Background: an optimization exercise with open tools, aiming at small area. Do not read the settings as production practice.
Where RTL was checked, it was by simulation tests only, not by an equivalence proof against the original.
Power is estimated from default activity; no workload was simulated.

==> flow/design.v <==
module sensor_stream_arbiter #(
  parameter int unsigned N_SENSORS = 8,
  parameter int unsigned DATA_W    = 110
) (
  input  logic                          clock,
  input  logic                          resetn,
  input  logic                          enable,
  input  logic [N_SENSORS-1:0]          sensor_ready,
  input  logic [N_SENSORS*DATA_W-1:0]   sensor_data,
  output logic [7:0]                    tx_data,
  output logic                          tx_valid,
  input  logic                          tx_ack,
  output logic                          busy,
  output logic [N_SENSORS-1:0]          overflow,
  input  logic                          clear_overflow
);
  localparam int unsigned NBYTES = (DATA_W + 7) / 8;    
  localparam int unsigned SH_W   = NBYTES * 8;
  logic                   valid;
  logic [2:0]             last;
  logic [N_SENSORS-1:0]   pending;
  logic [3:0]             cnt;         
  logic [N_SENSORS-1:0][DATA_W-1:0] hold;
  logic [N_SENSORS-1:0]   pol;
  logic [DATA_W-1:0]      pkt;         
  logic                   pkt_pol;
  logic [N_SENSORS-1:0] sel;
  logic [2:0]           gidx;
  always_comb begin
    gidx = 3'd0;
    for (int i = 0; i < N_SENSORS; i++) if (sel[i]) gidx = gidx | 3'(i);
  end
  wire grant = enable & (|sel);
  logic [DATA_W-1:0] pkt_n, g0_n, g1_n, g2_n;
  for (genvar b = 0; b < DATA_W; b++) begin : g_pkt
    sensor_stream_arbiter_aoi222 u_g0 (
      .a1(sel[0]), .a2(hold[0][b]), .b1(sel[1]), .b2(hold[1][b]),
      .c1(sel[2]), .c2(hold[2][b]), .y(g0_n[b]));
    sensor_stream_arbiter_aoi222 u_g1 (
      .a1(sel[3]), .a2(hold[3][b]), .b1(sel[4]), .b2(hold[4][b]),
      .c1(sel[5]), .c2(hold[5][b]), .y(g1_n[b]));
    sensor_stream_arbiter_aoi222 u_g2 (
      .a1(sel[6]), .a2(hold[6][b]), .b1(sel[7]), .b2(hold[7][b]),
      .c1(valid),  .c2(pkt[b]),     .y(g2_n[b]));
    assign pkt_n[b] = ~(g0_n[b] & g1_n[b] & g2_n[b]);
  end
  wire [SH_W-1:0] pkt_x = SH_W'(pkt);
  logic [7:0] pbyte_raw, pbyte;
  always_comb begin
    pbyte_raw = 8'h00;
    for (int k = 0; k < NBYTES; k++) if (cnt == 4'(k)) pbyte_raw = pkt_x[SH_W-1-8*k -: 8];
    pbyte = pbyte_raw ^ ({8{pkt_pol}} & ((cnt == 4'd0) ? 8'h3F : 8'hFF));
  end
  wire xfer = valid & tx_ack;
  wire done = xfer & (cnt == 4'(NBYTES));
  logic [N_SENSORS-1:0] cap, keep;
  always_comb for (int i = 0; i < N_SENSORS; i++) begin
    cap[i]  = sensor_ready[i] & (~pending[i] | (enable & sel[i]));
    keep[i] = ~sensor_ready[i] | (pending[i] ^ (enable & sel[i]));
  end
  logic                 valid_n;
  logic [2:0]           last_n;
  logic [N_SENSORS-1:0] pending_n, overflow_n;
  always_comb begin
    valid_n = grant | (valid & ~done);
    last_n  = grant ? gidx : last;
    for (int i = 0; i < N_SENSORS; i++) begin
      pending_n[i]  = cap[i] | (pending[i] & ~(enable & sel[i]));
      overflow_n[i] = (sensor_ready[i] & ~cap[i]) | (overflow[i] & ~clear_overflow);
    end
  end
  logic [7:0] above, hi, sel_n;
  always_comb begin
    for (int k = 0; k < 8; k++) above[k] = (3'(k) > last_n);
    hi    = pending_n & above;
    sel_n = '0;
    for (int k = 7; k >= 0; k--) if (pending_n[k]) sel_n = 8'(1) << k;
    if (|hi) begin
      sel_n = '0;
      for (int k = 7; k >= 0; k--) if (hi[k]) sel_n = 8'(1) << k;
    end
    if (valid_n) sel_n = '0;
  end
  always_ff @(posedge clock or negedge resetn) begin
    if (!resetn) begin
      valid    <= 1'b0;
      last     <= 3'd7;
      pending  <= '0;
      overflow <= '0;
      sel      <= '0;
    end else begin
      valid    <= valid_n;
      last     <= last_n;
      pending  <= pending_n;
      overflow <= overflow_n;
      sel      <= sel_n;
    end
  end
  always_ff @(posedge clock) begin
    pkt <= pkt_n;
    if (!valid) pkt_pol <= |(sel & pol);
    if (!valid) begin
      cnt     <= 4'd0;
      tx_data <= {4'hA, 1'b0, gidx};
    end else if (tx_ack) begin
      cnt     <= cnt + 4'd1;
      tx_data <= pbyte;
    end
    for (int i = 0; i < N_SENSORS; i++) begin
      hold[i] <= ~(({DATA_W{cap[i]}} | hold[i])
                 & ({DATA_W{keep[i]}} | sensor_data[i*DATA_W +: DATA_W]));
      pol[i]  <= cap[i] | ~pol[i];
    end
  end
  assign tx_valid = valid;
  assign busy     = valid;
endmodule
module sensor_stream_arbiter_aoi222 (
  input  logic a1, a2, b1, b2, c1, c2,
  output logic y
);
  assign y = ~((a1 & a2) | (b1 & b2) | (c1 & c2));
endmodule
clock: 8.0 ns
lec_check: 0
cap_margin: 20
cell_pad_in_sites_detail_placement: 1
core_margin: 2
core_utilization: 40
slew_margin: 20
synth_hierarchical: 1
synth_minimum_keep_size: 0
buffer_ports_args: -buffer_cell sky130_fd_sc_hd__buf_1
cts_args: -sink_clustering_enable -repair_clock_nets -dont_use_dummy_load -buf_list sky130_fd_sc_hd__clkbuf_16 -sink_clustering_size 26 -sink_clustering_max_diameter 100
standard.sh (not shown) runs the stock make flow with config.mk's settings and CLKGATE_MAP_FILE= SYNTH_SCRIPT=/design/flow/synth_recipe.tcl, a recipe that flattens the netlist after the stock synthesis.
==> flow/flow/run.sh <==
#!/bin/bash
set -euo pipefail
cd "$(dirname "${BASH_SOURCE[0]}")/.."
cat >> config.mk <<'EOC'
export BUFFER_PORTS_ARGS = -buffer_cell sky130_fd_sc_hd__buf_1
export CTS_ARGS = -sink_clustering_enable -repair_clock_nets -dont_use_dummy_load -buf_list sky130_fd_sc_hd__clkbuf_16 -sink_clustering_size 26 -sink_clustering_max_diameter 100
EOC
bash standard.sh > standard_flow.log 2>&1
==> next run, changes <==
--- a/flow/design.v
+++ b/flow/design.v
@@ -21,9 +21,7 @@
   logic [N_SENSORS-1:0]   pending;
   logic [3:0]             cnt;         
   logic [N_SENSORS-1:0][DATA_W-1:0] hold;
-  logic [N_SENSORS-1:0]   pol;
   logic [DATA_W-1:0]      pkt;         
-  logic                   pkt_pol;
   logic [N_SENSORS-1:0] sel;
   logic [2:0]           gidx;
   always_comb begin
@@ -45,11 +43,10 @@
     assign pkt_n[b] = ~(g0_n[b] & g1_n[b] & g2_n[b]);
   end
   wire [SH_W-1:0] pkt_x = SH_W'(pkt);
-  logic [7:0] pbyte_raw, pbyte;
+  logic [7:0] pbyte;
   always_comb begin
-    pbyte_raw = 8'h00;
-    for (int k = 0; k < NBYTES; k++) if (cnt == 4'(k)) pbyte_raw = pkt_x[SH_W-1-8*k -: 8];
-    pbyte = pbyte_raw ^ ({8{pkt_pol}} & ((cnt == 4'd0) ? 8'h3F : 8'hFF));
+    pbyte = 8'h00;
+    for (int k = 0; k < NBYTES; k++) if (cnt == 4'(k)) pbyte = pkt_x[SH_W-1-8*k -: 8];
   end
   wire xfer = valid & tx_ack;
   wire done = xfer & (cnt == 4'(NBYTES));
@@ -98,7 +95,6 @@
   end
   always_ff @(posedge clock) begin
     pkt <= pkt_n;
-    if (!valid) pkt_pol <= |(sel & pol);
     if (!valid) begin
       cnt     <= 4'd0;
       tx_data <= {4'hA, 1'b0, gidx};
@@ -106,11 +102,9 @@
       cnt     <= cnt + 4'd1;
       tx_data <= pbyte;
     end
-    for (int i = 0; i < N_SENSORS; i++) begin
-      hold[i] <= ~(({DATA_W{cap[i]}} | hold[i])
-                 & ({DATA_W{keep[i]}} | sensor_data[i*DATA_W +: DATA_W]));
-      pol[i]  <= cap[i] | ~pol[i];
-    end
+    for (int i = 0; i < N_SENSORS; i++)
+      hold[i] <= ({DATA_W{cap[i]}} & sensor_data[i*DATA_W +: DATA_W])
+               | ({DATA_W{keep[i]}} & hold[i]);
   end
   assign tx_valid = valid;
   assign busy     = valid;
Result:
- die area rose by a few percent
- global-route usage fell by 0.41 points
- hold slack gains 0.058 ns
- via count fell slightly
- total power hardly moves
- synthesized area rose by a few percent
- utilization fell by 0.43 points
No functional check of the RTL was part of the first run of this note.

---

## lane 5
Another version of the RTL of sensor_stream_arbiter (not shown whole).
Size in the first run: about 1000 flip-flops, roughly 33000 sq um of cells after synthesis.
==> module sensor_stream_arbiter, before the edit <==
module sensor_stream_arbiter #(
  parameter int unsigned N_SENSORS = 8,
  parameter int unsigned DATA_W    = 110
) (
  input  logic                          clock,
  input  logic                          resetn,
  input  logic                          enable,
  input  logic [N_SENSORS-1:0]          sensor_ready,
  input  logic [N_SENSORS*DATA_W-1:0]   sensor_data,
  output logic [7:0]                    tx_data,
  output logic                          tx_valid,
  input  logic                          tx_ack,
  output logic                          busy,
  output logic [N_SENSORS-1:0]          overflow,
  input  logic                          clear_overflow
);
  localparam int unsigned NBYTES = (DATA_W + 7) / 8;    
  localparam int unsigned SH_W   = NBYTES * 8;
  logic                   valid;
  logic [2:0]             last;
  logic [N_SENSORS-1:0]   pending;
  logic [3:0]             cnt;         
  logic [N_SENSORS-1:0][DATA_W-1:0] hold;
  logic [N_SENSORS-1:0]   pol;
  logic [DATA_W-1:0]      pkt;         
  logic                   pkt_pol;
  logic [N_SENSORS-1:0] sel;
  logic [7:0]           above, hi;
  always_comb begin
    case (last)
      3'd0:    above = 8'b1111_1110;
      3'd1:    above = 8'b1111_1100;
      3'd2:    above = 8'b1111_1000;
      3'd3:    above = 8'b1111_0000;
      3'd4:    above = 8'b1110_0000;
      3'd5:    above = 8'b1100_0000;
      3'd6:    above = 8'b1000_0000;
      default: above = 8'b0000_0000;
    endcase
    hi  = pending & above;
    sel = '0;
    for (int k = 7; k >= 0; k--) if (pending[k]) sel = 8'(1) << k;
    if (|hi) begin
      sel = '0;
      for (int k = 7; k >= 0; k--) if (hi[k]) sel = 8'(1) << k;
    end
    if (valid) sel = '0;
  end
  logic [2:0]           gidx;
  always_comb begin
    gidx = 3'd0;
    for (int i = 0; i < N_SENSORS; i++) if (sel[i]) gidx = gidx | 3'(i);
  end
  wire grant = enable & (|sel);
  logic [DATA_W-1:0] pkt_n, g0_n, g1_n, g2_n;
  for (genvar b = 0; b < DATA_W; b++) begin : g_pkt
    sensor_stream_arbiter_aoi222 u_g0 (
      .a1(sel[0]), .a2(hold[0][b]), .b1(sel[1]), .b2(hold[1][b]),
      .c1(sel[2]), .c2(hold[2][b]), .y(g0_n[b]));
    sensor_stream_arbiter_aoi222 u_g1 (
      .a1(sel[3]), .a2(hold[3][b]), .b1(sel[4]), .b2(hold[4][b]),
      .c1(sel[5]), .c2(hold[5][b]), .y(g1_n[b]));
    sensor_stream_arbiter_aoi222 u_g2 (
      .a1(sel[6]), .a2(hold[6][b]), .b1(sel[7]), .b2(hold[7][b]),
      .c1(valid),  .c2(pkt[b]),     .y(g2_n[b]));
    assign pkt_n[b] = ~(g0_n[b] & g1_n[b] & g2_n[b]);
  end
  wire [SH_W-1:0] pkt_x = SH_W'(pkt);
  logic [NBYTES-1:0] bsel;
  always_comb for (int k = 0; k < NBYTES; k++) bsel[k] = (cnt == 4'(k));
  logic [7:0] pbyte_raw, pbyte;
  for (genvar j = 0; j < 8; j++) begin : g_byte
    localparam int K0 = (j >= 6) ? 1 : 0;
    logic [14:0] s, d;
    logic [4:0]  g_n;
    always_comb begin
      s = '0;
      d = '0;
      for (int k = K0; k < NBYTES; k++) begin
        s[k - K0] = bsel[k];
        d[k - K0] = pkt_x[SH_W-1-8*k-(7-j)];
      end
    end
    for (genvar m = 0; m < 4; m++) begin : g_grp
      sensor_stream_arbiter_aoi222 u_g (
        .a1(s[3*m]), .a2(d[3*m]), .b1(s[3*m+1]), .b2(d[3*m+1]),
        .c1(s[3*m+2]), .c2(d[3*m+2]), .y(g_n[m]));
    end
    if (K0 == 0) begin : g_two
      sensor_stream_arbiter_aoi22 u_g (
        .a1(s[12]), .a2(d[12]), .b1(s[13]), .b2(d[13]), .y(g_n[4]));
    end else begin : g_one
      assign g_n[4] = ~(s[12] & d[12]);
    end
    assign pbyte_raw[j] = ~&g_n;
  end
  assign pbyte = pbyte_raw ^ ({8{pkt_pol}} & ((cnt == 4'd0) ? 8'h3F : 8'hFF));
  wire xfer = valid & tx_ack;
  wire done = xfer & (cnt == 4'(NBYTES));
  logic [N_SENSORS-1:0] cap, keep;
  always_comb for (int i = 0; i < N_SENSORS; i++) begin
    cap[i]  = sensor_ready[i] & (~pending[i] | (enable & sel[i]));
    keep[i] = ~sensor_ready[i] | (pending[i] ^ (enable & sel[i]));
  end
  logic                 valid_n;
  logic [2:0]           last_n;
  logic [N_SENSORS-1:0] pending_n, overflow_n;
  always_comb begin
    valid_n = grant | (valid & ~done);
    last_n  = grant ? gidx : last;
    for (int i = 0; i < N_SENSORS; i++) begin
      pending_n[i]  = cap[i] | (pending[i] & ~(enable & sel[i]));
      overflow_n[i] = (sensor_ready[i] & ~cap[i]) | (overflow[i] & ~clear_overflow);
    end
  end
  always_ff @(posedge clock or negedge resetn) begin
    if (!resetn) begin
      valid    <= 1'b0;
      last     <= 3'd7;
      pending  <= '0;
      overflow <= '0;
    end else begin
      valid    <= valid_n;
      last     <= last_n;
      pending  <= pending_n;
      overflow <= overflow_n;
    end
  end
  always_ff @(posedge clock) begin
    pkt <= pkt_n;
    if (!valid) pkt_pol <= |(sel & pol);
    if (!valid) begin
      cnt     <= 4'd0;
      tx_data <= {4'hA, 1'b0, gidx};
    end else if (tx_ack) begin
      cnt     <= {cnt[3] ^ (&cnt[2:0]), cnt[2] ^ (&cnt[1:0]), cnt[1] ^ cnt[0], ~cnt[0]};
      tx_data <= pbyte;
    end
    for (int i = 0; i < N_SENSORS; i++) begin
      hold[i] <= ~(({DATA_W{cap[i]}} | hold[i])
                 & ({DATA_W{keep[i]}} | sensor_data[i*DATA_W +: DATA_W]));
      pol[i]  <= cap[i] | ~pol[i];
    end
  end
  assign tx_valid = valid;
  assign busy     = valid;
endmodule
==> module sensor_stream_arbiter_aoi22, before the edit <==
module sensor_stream_arbiter_aoi22 (
  input  logic a1, a2, b1, b2,
  output logic y
);
  assign y = ~((a1 & a2) | (b1 & b2));
endmodule
==> flow/config.mk <==
export PLATFORM = sky130hd
export DESIGN_NAME = sensor_stream_arbiter
export DESIGN_NICKNAME = sensor_stream_arbiter
export VERILOG_FILES = /design/flow/design.v
export SDC_FILE = /design/flow/constraint.sdc
export NUM_CORES = 4
export LEC_CHECK = 0
export CAP_MARGIN = 20
export CELL_PAD_IN_SITES_DETAIL_PLACEMENT = 1
export CORE_MARGIN = 2
export CORE_UTILIZATION = 40
export SLEW_MARGIN = 20
export SYNTH_HIERARCHICAL = 1
export SYNTH_MINIMUM_KEEP_SIZE = 0
export BUFFER_PORTS_ARGS = -buffer_cell sky130_fd_sc_hd__buf_1
export CTS_ARGS = -sink_clustering_enable -repair_clock_nets -dont_use_dummy_load -buf_list sky130_fd_sc_hd__clkbuf_16 -sink_clustering_size 26 -sink_clustering_max_diameter 100
==> flow/constraint.sdc <==
create_clock -name core_clock -period 8.0 [get_ports {clock}]
set_input_delay 1.6000 -clock core_clock [delete_from_list [all_inputs] [get_ports {clock}]]
set_output_delay 1.6000 -clock core_clock [all_outputs]
set_load 0.01 [all_outputs]
Scripts as last shown in full above: flow/flow/run.sh
Here is what was changed in the inputs of lane 2 compared with lane 5.
--- a/flow/design.v
+++ b/flow/design.v
@@ -64,39 +64,16 @@
       .a1(sel[6]), .a2(hold[6][b]), .b1(sel[7]), .b2(hold[7][b]),
       .c1(valid),  .c2(pkt[b]),     .y(g2_n[b]));
     assign pkt_n[b] = ~(g0_n[b] & g1_n[b] & g2_n[b]);
   end
   wire [SH_W-1:0] pkt_x = SH_W'(pkt);
-  logic [NBYTES-1:0] bsel;
-  always_comb for (int k = 0; k < NBYTES; k++) bsel[k] = (cnt == 4'(k));
   logic [7:0] pbyte_raw, pbyte;
-  for (genvar j = 0; j < 8; j++) begin : g_byte
-    localparam int K0 = (j >= 6) ? 1 : 0;
-    logic [14:0] s, d;
-    logic [4:0]  g_n;
-    always_comb begin
-      s = '0;
-      d = '0;
-      for (int k = K0; k < NBYTES; k++) begin
-        s[k - K0] = bsel[k];
-        d[k - K0] = pkt_x[SH_W-1-8*k-(7-j)];
-      end
-    end
-    for (genvar m = 0; m < 4; m++) begin : g_grp
-      sensor_stream_arbiter_aoi222 u_g (
-        .a1(s[3*m]), .a2(d[3*m]), .b1(s[3*m+1]), .b2(d[3*m+1]),
-        .c1(s[3*m+2]), .c2(d[3*m+2]), .y(g_n[m]));
-    end
-    if (K0 == 0) begin : g_two
-      sensor_stream_arbiter_aoi22 u_g (
-        .a1(s[12]), .a2(d[12]), .b1(s[13]), .b2(d[13]), .y(g_n[4]));
-    end else begin : g_one
-      assign g_n[4] = ~(s[12] & d[12]);
-    end
-    assign pbyte_raw[j] = ~&g_n;
+  always_comb begin
+    pbyte_raw = 8'h00;
+    for (int k = 0; k < NBYTES; k++) if (cnt == 4'(k)) pbyte_raw = pkt_x[SH_W-1-8*k -: 8];
+    pbyte = pbyte_raw ^ ({8{pkt_pol}} & ((cnt == 4'd0) ? 8'h3F : 8'hFF));
   end
-  assign pbyte = pbyte_raw ^ ({8{pkt_pol}} & ((cnt == 4'd0) ? 8'h3F : 8'hFF));
   wire xfer = valid & tx_ack;
   wire done = xfer & (cnt == 4'(NBYTES));
   logic [N_SENSORS-1:0] cap, keep;
   always_comb for (int i = 0; i < N_SENSORS; i++) begin
     cap[i]  = sensor_ready[i] & (~pending[i] | (enable & sel[i]));
@@ -149,11 +126,5 @@
   input  logic a1, a2, b1, b2, c1, c2,
   output logic y
 );
   assign y = ~((a1 & a2) | (b1 & b2) | (c1 & c2));
 endmodule
-module sensor_stream_arbiter_aoi22 (
-  input  logic a1, a2, b1, b2,
-  output logic y
-);
-  assign y = ~((a1 & a2) | (b1 & b2));
-endmodule
[summary]
- In terms of clock latency of the later-clocked register in the worst-skew pair, lane 5 and lane 2 differ only marginally.
- [lane 2] routing usage on met2 rose 1.4 points relative to lane 5
- Lane 2 vs lane 5, net switching component of the power went down by about 10%.
- The worst-path cell with the longest stage delay comes out buf_4 in one run and a32o_4 in the other, namely in lane 2 and lane 5 respectively.
- Summary of the comparison: average via count per standard cell is lower in lane 2, relative to lane 5.
- Setup slack for lane 2: 0.42 ns down relative to lane 5
- Any difference in proportion of synthesized area in mux cells between lane 2 and lane 5 is small enough to ignore.
- Lane 2: cell area after synthesis is 2.0% higher than what lane 5 reported.
- Compared with lane 5, lane 2 shows a higher total half-perimeter wirelength after legalization and detailed placement.
- On overall power, lane 2 does better than lane 5.
- Relative to lane 5, lane 2 degrades final area.
- Critical path depth in cells, lane 5 and lane 2, higher one = lane 2.
Function not checked in lane 2: the RTL went through the layout flow alone.

[re-timing with driven ports]
Ports are ideal in the flow. The routed layouts listed here were re-timed in OpenROAD. Step 1: set_driving_cell puts a clkbuf_16 on clock and a buf_2 on each other input, an assumption about the parent block. Step 2 times the ports against the registers' clock, not the clock port: input delays grow and output delays shrink by t, the midpoint of the rising clock arrivals with the driver on. Slacks: ideal ports / drivers / drivers and shift; pairs: ideal ports / drivers.
run | t, ns | slack for setup (ns) | hold WS [ns] | latest minus earliest clock arrival (ns)
the first run of note 1 | 0.677 | 4.012 / 3.979 / 3.330 | 0.406 / 0.406 / 0.406 | 0.072 / 0.072
the second run of note 1 | 0.685 | 4.083 / 4.060 / 3.375 | 0.463 / 0.463 / 0.463 | 0.090 / 0.091
lane 5 | 0.678 | 3.470 / 3.470 / 3.470 | 0.399 / 0.399 / 0.399 | 0.067 / 0.068
lane 2 | 0.670 | 3.050 / 3.050 / 3.050 | 0.399 / 0.399 / 0.399 | 0.058 / 0.058
After both steps every run listed still meets setup and hold. For the second run of note 1, which loses most, drivers alone change the setup slack by -0.023 ns; drivers and shift together by -0.708 ns.
